Context: an optimization exercise on an open-source flow, tuned for a short achievable clock period and few clock cycles per item. The choices shown serve that exercise and are no tape-out recipe.
In this exercise RTL edits were held to simulation tests only and were not proved equivalent to the original.
No activity file was given, so power comes from the tool's default toggle rates.

==> v28 <==
Design mips_multicycle, start of the top module:
module mips_multicycle #(
  parameter int unsigned IMEM_DEPTH = 32,
  parameter int unsigned DMEM_DEPTH = 32
) (
  input  logic                          clk,
  input  logic                          Reset,
  input  logic                          imem_we,
  input  logic [$clog2(IMEM_DEPTH)-1:0] imem_waddr,
  input  logic [31:0]                   imem_wdata,
  output logic [31:0]                   ALUResult,
  output logic [31:0]                   pc,
  output logic                          instr_done,
  output logic                          illegal
);
  localparam logic [5:0] OpR    = 6'b000000;
  localparam logic [5:0] OpLw   = 6'b100011;
  localparam logic [5:0] OpSw   = 6'b101011;
  localparam logic [5:0] OpBeq  = 6'b000100;
  localparam logic [5:0] OpBne  = 6'b000110;
  localparam logic [5:0] OpJ    = 6'b100110;
  localparam logic [5:0] OpAddi = 6'b101000;
  logic [31:0] imem_q [32];
  logic [4:0]  itgt_q [32];    
  logic        ibr_q  [32];    
  logic        ij_q   [32];    
  logic [11:0] ihd_q  [32];    
  ...
==> flow/config.mk <==
export PLATFORM = sky130hd
export DESIGN_NAME = mips_multicycle
export DESIGN_NICKNAME = mips_multicycle
export VERILOG_FILES = /design/flow/design.v
export SDC_FILE = /design/flow/constraint.sdc
export NUM_CORES = 4
export LEC_CHECK = 0
export ABC_CLOCK_PERIOD_IN_PS = 2500
export CAP_MARGIN = 20
export CORE_MARGIN = 2
export CORE_UTILIZATION = 40
export PLACE_DENSITY = 0.6
export SETUP_SLACK_MARGIN = 4.3
export SLEW_MARGIN = 20
export TNS_END_PERCENT = 100
==> flow/constraint.sdc <==
create_clock -name core_clock -period 7.0 [get_ports {clk}]
set_input_delay 1.4000 -clock core_clock [delete_from_list [all_inputs] [get_ports {clk}]]
set_output_delay 1.4000 -clock core_clock [all_outputs]
set_load 0.01 [all_outputs]
run.sh (not shown) runs the stock make flow with config.mk's settings and CLKGATE_MAP_FILE= SYNTH_SCRIPT=/design/flow/synth_recipe.tcl, a recipe that flattens the netlist after the stock synthesis.
==> v17: changes against v28 <==
--- a/flow/design.v
+++ b/flow/design.v
@@ -46,16 +46,18 @@
   logic [31:0] aoh_e;          
   logic [4:0]  aidx_e;         
   logic        mispred;        
   logic        stall;          
   logic [56:0] fp;
+  logic [4:0]  fnx;
   logic [31:0] noh_main;
   always_comb begin
-    fp = '0;
-    for (int j = 0; j < 32; j++) fp |= fw[j] & {57{foh_q[j]}};
-    for (int j = 0; j < 32; j++) noh_main[j] = (fp[36:32] == 5'(j));
+    fnx = '0;
+    for (int j = 0; j < 32; j++) fnx |= fw[j][36:32] & {5{foh_q[j]}};
+    for (int j = 0; j < 32; j++) noh_main[j] = (fnx == 5'(j));
   end
+  assign fp = fw[fbin_q];
   logic [31:0] f_rs_oh, f_rt_oh;
   always_comb begin
     for (int j = 0; j < 32; j++) begin
       f_rs_oh[j] = (fp[25:21] == 5'(j));
       f_rt_oh[j] = (fp[20:16] == 5'(j));
@@ -113,26 +115,37 @@
   assign dest_d    = r_ok_d ? rd_d : rt_d;
   assign wen_d     = (r_ok_d | is_lw_d | is_addi_d) && (dest_d != 5'd0);
   logic        cs_d;
   logic [24:0] hi_seq_d, hi_tk_d, hi_j_d, hi_pred_d, hi_alt_d;
   assign cs_d      = (idx_d == 5'd31);
-  assign hi_seq_d  = hi_d + {24'b0, cs_d};
-  assign hi_tk_d   = hi_d + {{13{hd_d[11]}}, hd_d};
+  logic [12:0] lo_tk_d;
+  logic [12:0] up_inc_d, up_dec_d, up_tk_d;
+  logic [24:0] hi_inc_d;
+  assign hi_inc_d  = hi_d + 25'd1;
+  assign hi_seq_d  = cs_d ? hi_inc_d : hi_d;
+  assign lo_tk_d   = {1'b0, hi_d[11:0]} + {1'b0, hd_d};
+  assign up_inc_d  = hi_d[24:12] + 13'd1;
+  assign up_dec_d  = hi_d[24:12] - 13'd1;
+  assign up_tk_d   = hd_d[11] ? (lo_tk_d[12] ? hi_d[24:12] : up_dec_d)
+                              : (lo_tk_d[12] ? up_inc_d : hi_d[24:12]);
+  assign hi_tk_d   = {up_tk_d, lo_tk_d[11:0]};
   assign hi_j_d    = {hi_seq_d[24:21], ir_d[25:5]};
   assign hi_pred_d = is_j_d ? hi_j_d : (pred_d ? hi_tk_d : hi_seq_d);
   assign hi_alt_d  = pred_d ? hi_seq_d : hi_tk_d;
   logic        v_e, ill_e, pred_e, sub_e, is_lw_e, is_beq_e, is_bne_e;
   logic        wok_e, bok_e, sok_e, aok_e;    
   logic [3:0]  lsel_e;
   logic [4:0]  dest_e;
   logic [1:0]  ctr_e;
   logic [31:0] idx_oh_e;
-  logic [31:0] wen_oh_e, ma_oh_e, sw_oh_e;
+  logic [31:0] wen_oh_e;
   logic [31:0] a_e, bx_e, sd_e;
   logic [24:0] hi_pred_e, hi_alt_e;
   logic [4:0]  nidx_e;
-  logic [31:0] sum_e, alu_e, ld_e, res_e;
+  logic [31:0] sum_e, alu_e;
+  logic [6:0]  ma_e;
+  logic [31:0] ma_oh_e;
   logic        slt_e, eq_e, taken_e;
   assign sum_e = a_e + bx_e + {31'b0, sub_e};
   assign slt_e = (a_e[31] & ~sd_e[31]) | (~(a_e[31] ^ sd_e[31]) & sum_e[31]);
   always_comb begin
     case (1'b1)
@@ -141,31 +154,33 @@
       lsel_e[2]: alu_e = ~(a_e | sd_e);
       lsel_e[3]: alu_e = {31'b0, slt_e};
       default:   alu_e = sum_e;
     endcase
   end
+  assign ma_e = a_e[6:0] + bx_e[6:0];
   always_comb begin
-    ld_e = '0;
-    for (int j = 0; j < 32; j++) ld_e |= dmem_q[j] & {32{ma_oh_e[j]}};
+    for (int j = 0; j < 32; j++) ma_oh_e[j] = (ma_e[6:2] == 5'(j));
   end
-  assign res_e = is_lw_e ? ld_e : alu_e;
   assign eq_e    = (a_e == sd_e);
   assign taken_e = (is_beq_e & eq_e) | (is_bne_e & ~eq_e);
   assign mispred = bok_e & (taken_e != pred_e);
   logic [1:0] ctr_up_e;
   always_comb begin
     ctr_up_e = ctr_e;
     if (taken_e && ctr_e != 2'b11)  ctr_up_e = ctr_e + 2'd1;
     if (!taken_e && ctr_e != 2'b00) ctr_up_e = ctr_e - 2'd1;
   end
-  logic [31:0] res_w, wen_oh_w;
+  logic [31:0] res_w, wen_oh_w, ma_oh_w, sd_w, ld_w, val_w;
   logic [4:0]  dest_w;
-  logic        wen_w;
+  logic        wen_w, lw_w, sok_w;
+  always_comb begin
+    ld_w = '0;
+    for (int j = 0; j < 32; j++) ld_w |= dmem_q[j] & {32{ma_oh_w[j]}};
+  end
+  assign val_w = lw_w ? ld_w : res_w;
   logic [31:0] rf_rs, rf_rt, rs_w, rt_w, rs_v, rt_v;
-  logic        fwe_a, fwe_b, fww_a, fww_b;
-  logic [6:0]  ma_d;
-  logic [31:0] ma_oh_d;
+  logic        fwe_a, fwe_b, fww_a, fww_b, use_rs_d, use_rt_d;
   always_comb begin
     rf_rs = '0;
     rf_rt = '0;
     for (int j = 1; j < 32; j++) begin
       rf_rs |= rf_q[j] & {32{rs_oh_d[j]}};
@@ -174,19 +189,17 @@
   end
   assign fwe_a = wok_e & (dest_e == rs_d);
   assign fwe_b = wok_e & (dest_e == rt_d);
   assign fww_a = wen_w & (dest_w == rs_d);
   assign fww_b = wen_w & (dest_w == rt_d);
-  assign rs_w  = fww_a ? res_w : rf_rs;
-  assign rt_w  = fww_b ? res_w : rf_rt;
-  assign rs_v  = fwe_a ? res_e : rs_w;
-  assign rt_v  = fwe_b ? res_e : rt_w;
-  assign ma_d  = rs_w[6:0] + ir_d[6:0];
-  always_comb begin
-    for (int j = 0; j < 32; j++) ma_oh_d[j] = (ma_d[6:2] == 5'(j));
-  end
-  assign stall = v_d & (is_lw_d | is_sw_d) & fwe_a;
+  assign rs_w  = fww_a ? val_w : rf_rs;
+  assign rt_w  = fww_b ? val_w : rf_rt;
+  assign rs_v  = fwe_a ? alu_e : rs_w;
+  assign rt_v  = fwe_b ? alu_e : rt_w;
+  assign use_rs_d = r_ok_d | is_lw_d | is_sw_d | is_addi_d | is_beq_d | is_bne_d;
+  assign use_rt_d = r_ok_d | is_sw_d | is_beq_d | is_bne_d;
+  assign stall = v_d & is_lw_e & ((use_rs_d & fwe_a) | (use_rt_d & fwe_b));
   logic adv_d, go_e;
   assign adv_d = v_d & ~stall;                
   assign go_e  = adv_d & ~mispred;            
   always_ff @(posedge clk) rst_q <= Reset;
   always_ff @(posedge clk) begin
@@ -200,23 +213,23 @@
       wok_e     <= 1'b0;
       bok_e     <= 1'b0;
       sok_e     <= 1'b0;
       aok_e     <= 1'b0;
       wen_oh_e  <= '0;
-      sw_oh_e   <= '0;
       wen_w     <= 1'b0;
+      sok_w     <= 1'b0;
       wen_oh_w  <= '0;
       pc        <= '0;
       ALUResult <= '0;
       for (int i = 0; i < 32; i++) pht_q[i] <= 2'b01;
     end else begin
       if (mispred) begin
         foh_q  <= aoh_e;
         fbin_q <= aidx_e;
       end else if (!stall) begin
         foh_q  <= noh_main;
-        fbin_q <= fp[36:32];
+        fbin_q <= fnx;
       end
       v_d <= ~mispred;
       if (mispred)    hi_d <= hi_alt_e;
       else if (adv_d) hi_d <= hi_pred_d;
       v_e      <= go_e;
@@ -224,12 +237,12 @@
       wok_e    <= go_e & wen_d;
       bok_e    <= go_e & (is_beq_d | is_bne_d);
       sok_e    <= go_e & is_sw_d;
       aok_e    <= go_e & (r_ok_d | is_lw_d | is_sw_d | is_addi_d | is_beq_d | is_bne_d);
       wen_oh_e <= ({31'b0, adv_d & wen_d} << dest_d);
-      sw_oh_e  <= ma_oh_d & {32{adv_d & is_sw_d}};
       wen_w    <= wok_e;
+      sok_w    <= sok_e;
       wen_oh_w <= wen_oh_e & {32{wok_e}};
       pc <= mispred ? {hi_alt_e, aidx_e, 2'b00} : {hi_pred_e, nidx_e, 2'b00};
       if (aok_e) ALUResult <= alu_e;
       for (int j = 0; j < 32; j++) begin
         if (bok_e && idx_oh_e[j]) pht_q[j] <= ctr_up_e;
@@ -255,30 +268,32 @@
     is_beq_e  <= is_beq_d;
     is_bne_e  <= is_bne_d;
     dest_e    <= dest_d;
     ctr_e     <= ctr_d;
     for (int j = 0; j < 32; j++) idx_oh_e[j] <= (idx_d == 5'(j));
-    ma_oh_e   <= ma_oh_d;
     aidx_e    <= alt_idx_d;
     for (int j = 0; j < 32; j++) aoh_e[j] <= (alt_idx_d == 5'(j));
     nidx_e    <= nidx_d;
     hi_pred_e <= hi_pred_d;
     hi_alt_e  <= hi_alt_d;
     a_e       <= rs_v;
     bx_e      <= use_imm_d ? imm_d : ((sub_d | is_beq_d | is_bne_d) ? ~rt_v : rt_v);
     sd_e      <= rt_v;
-    res_w     <= res_e;
+    res_w     <= alu_e;
     dest_w    <= dest_e;
+    lw_w      <= is_lw_e;
+    ma_oh_w   <= ma_oh_e;
+    sd_w      <= sd_e;
   end
   always_ff @(posedge clk) begin
     for (int i = 0; i < 32; i++) begin
       if (!rst_q)           rf_q[i] <= '0;
-      else if (wen_oh_w[i]) rf_q[i] <= res_w;
+      else if (wen_oh_w[i]) rf_q[i] <= val_w;
     end
   end
   always_ff @(posedge clk) begin
-    for (int i = 0; i < 32; i++) if (sok_e && sw_oh_e[i]) dmem_q[i] <= sd_e;
+    for (int i = 0; i < 32; i++) if (sok_w && ma_oh_w[i]) dmem_q[i] <= sd_w;
   end
   logic [5:0] ld_tgt;
   assign ld_tgt = {1'b0, imem_waddr} + 6'd1 + {1'b0, imem_wdata[4:0]};
   always_ff @(posedge clk) begin
     if (!Reset && imem_we) begin
==> notes <==
- v17 completed, yet does not pass: max-capacitance violations, max-slew violations. v28 went through all stages and came out clean.
- Of v17 and v28, v17 has the higher synthesized cell count (gap 0.52%, measured against v28).
- In v28 the cell area is lower than in v17, by 2.8%.
- Of v28 and v17, v17 has the higher die area (gap 0.41%, measured against v17).
- Of v17 and v28, v17 has the higher routed wire length (gap about 9%, measured against v28).
Testbench counts of v28, summed over its fixed seeds: cycles 14,870, instrs 14,400.
Testbench counts of v17, summed over its fixed seeds: cycles 14,868, instrs 14,400.


==> run Y <==
RTL: one of the versions met above, not the one the previous note started from.
clock: 7.0 ns
lec_check: 0
abc_clock_period_in_ps: 2500
cap_margin: 20
core_margin: 2
core_utilization: 40
place_density: 0.6
setup_slack_margin: 3.8
slew_margin: 20
tns_end_percent: 100
==> inputs of run Z, as changes to run Y <==
--- a/flow/config.mk
+++ b/flow/config.mk
@@ -12,3 +12,3 @@
 export PLACE_DENSITY = 0.6
-export SETUP_SLACK_MARGIN = 3.8
+export SETUP_SLACK_MARGIN = 3.6
 export SLEW_MARGIN = 20
==> summary.txt <==
| quantity | run Z | run Y |
|---|---|---|
| Nets | 14100 | 14200 |
| Wire length on met3 | 103000 um | 105000 um |
| Pin count of the biggest net entering global routing | 265 | 250 |
| Share of the clock period used by the worst path after layout | 51.3% | 49.0% |
| Final non-clock buffer share | 3.89% | 4.63% |
| Switching share of total power | 35.2% | 35.5% |
| Total length of routed wires | 839000 um | 829000 um |
| CP Buf/Inv Count | 1 | 3 |
| Total CTS buffers | 456 | 446 |
| Worst-path maximum fanout | 25 | 4 |
| Fill cell count | 39000 | 38900 |
| Standard cell with the maximum stage delay on the critical path | nor3_1 | or3_4 |
| Total power draw | 73200 uW | 72700 uW |
| Minimum hold slack | 0.309 ns | 0.348 ns |
| Worst slack after detailed placement | 2.22 ns | 1.98 ns |
| Vias in the first global route | 126000 | 127000 |
| Number of cells on the worst reg-to-reg path | 8 | 14 |
| Met1 Track Usage GR | 46.5% | 45.2% |
| Run status | timing/DRC/antenna clean | timing/DRC/antenna clean |
| Multi-input combinational gate total | 8064 | 8063 |
| Slack of the critical path | 3.41 ns | 3.57 ns |
| Met1 wire length | 309000 um | 303000 um |
| Cell area reported after detailed placement | 187000 um2 | 187000 um2 |
Testbench counts of run Y, summed over its fixed seeds: cycles 14,868, instrs 14,400.
Testbench counts of run Z, summed over its fixed seeds: cycles 14,868, instrs 14,400.

port drivers added, routing unchanged:
In the flow no input, the clock included, has a driving cell. The finished layouts below were timed again as built, in two steps. Step 1 assumes that a clkbuf_16 drives the clock port and a buf_2 every other input. Step 2 also shifts input and output timing later by t, the mid clock arrival at the registers, as if the neighbouring blocks saw the same clock. Three values: ideal, step 1, step 2; two values: the first two.
| run | t, ns | setup WS [ns] | worst hold slack (ns) |
|---|---|---|---|
| v28 | 1.126 | 3.308 / 3.308 / 2.979 | 0.336 / 0.336 / 0.336 |
| v17 | 1.135 | 2.806 / 2.806 / 2.806 | 0.342 / 0.342 / 0.342 |
| run Y | 1.113 | 3.571 / 3.571 / 2.695 | 0.348 / 0.348 / 0.348 |
| run Z | 1.136 | 3.411 / 3.411 / 2.481 | 0.309 / 0.309 / 0.309 |
The setup slack of run Z, which loses most, moves by 0.000 ns with the drivers and by -0.930 ns with both steps.
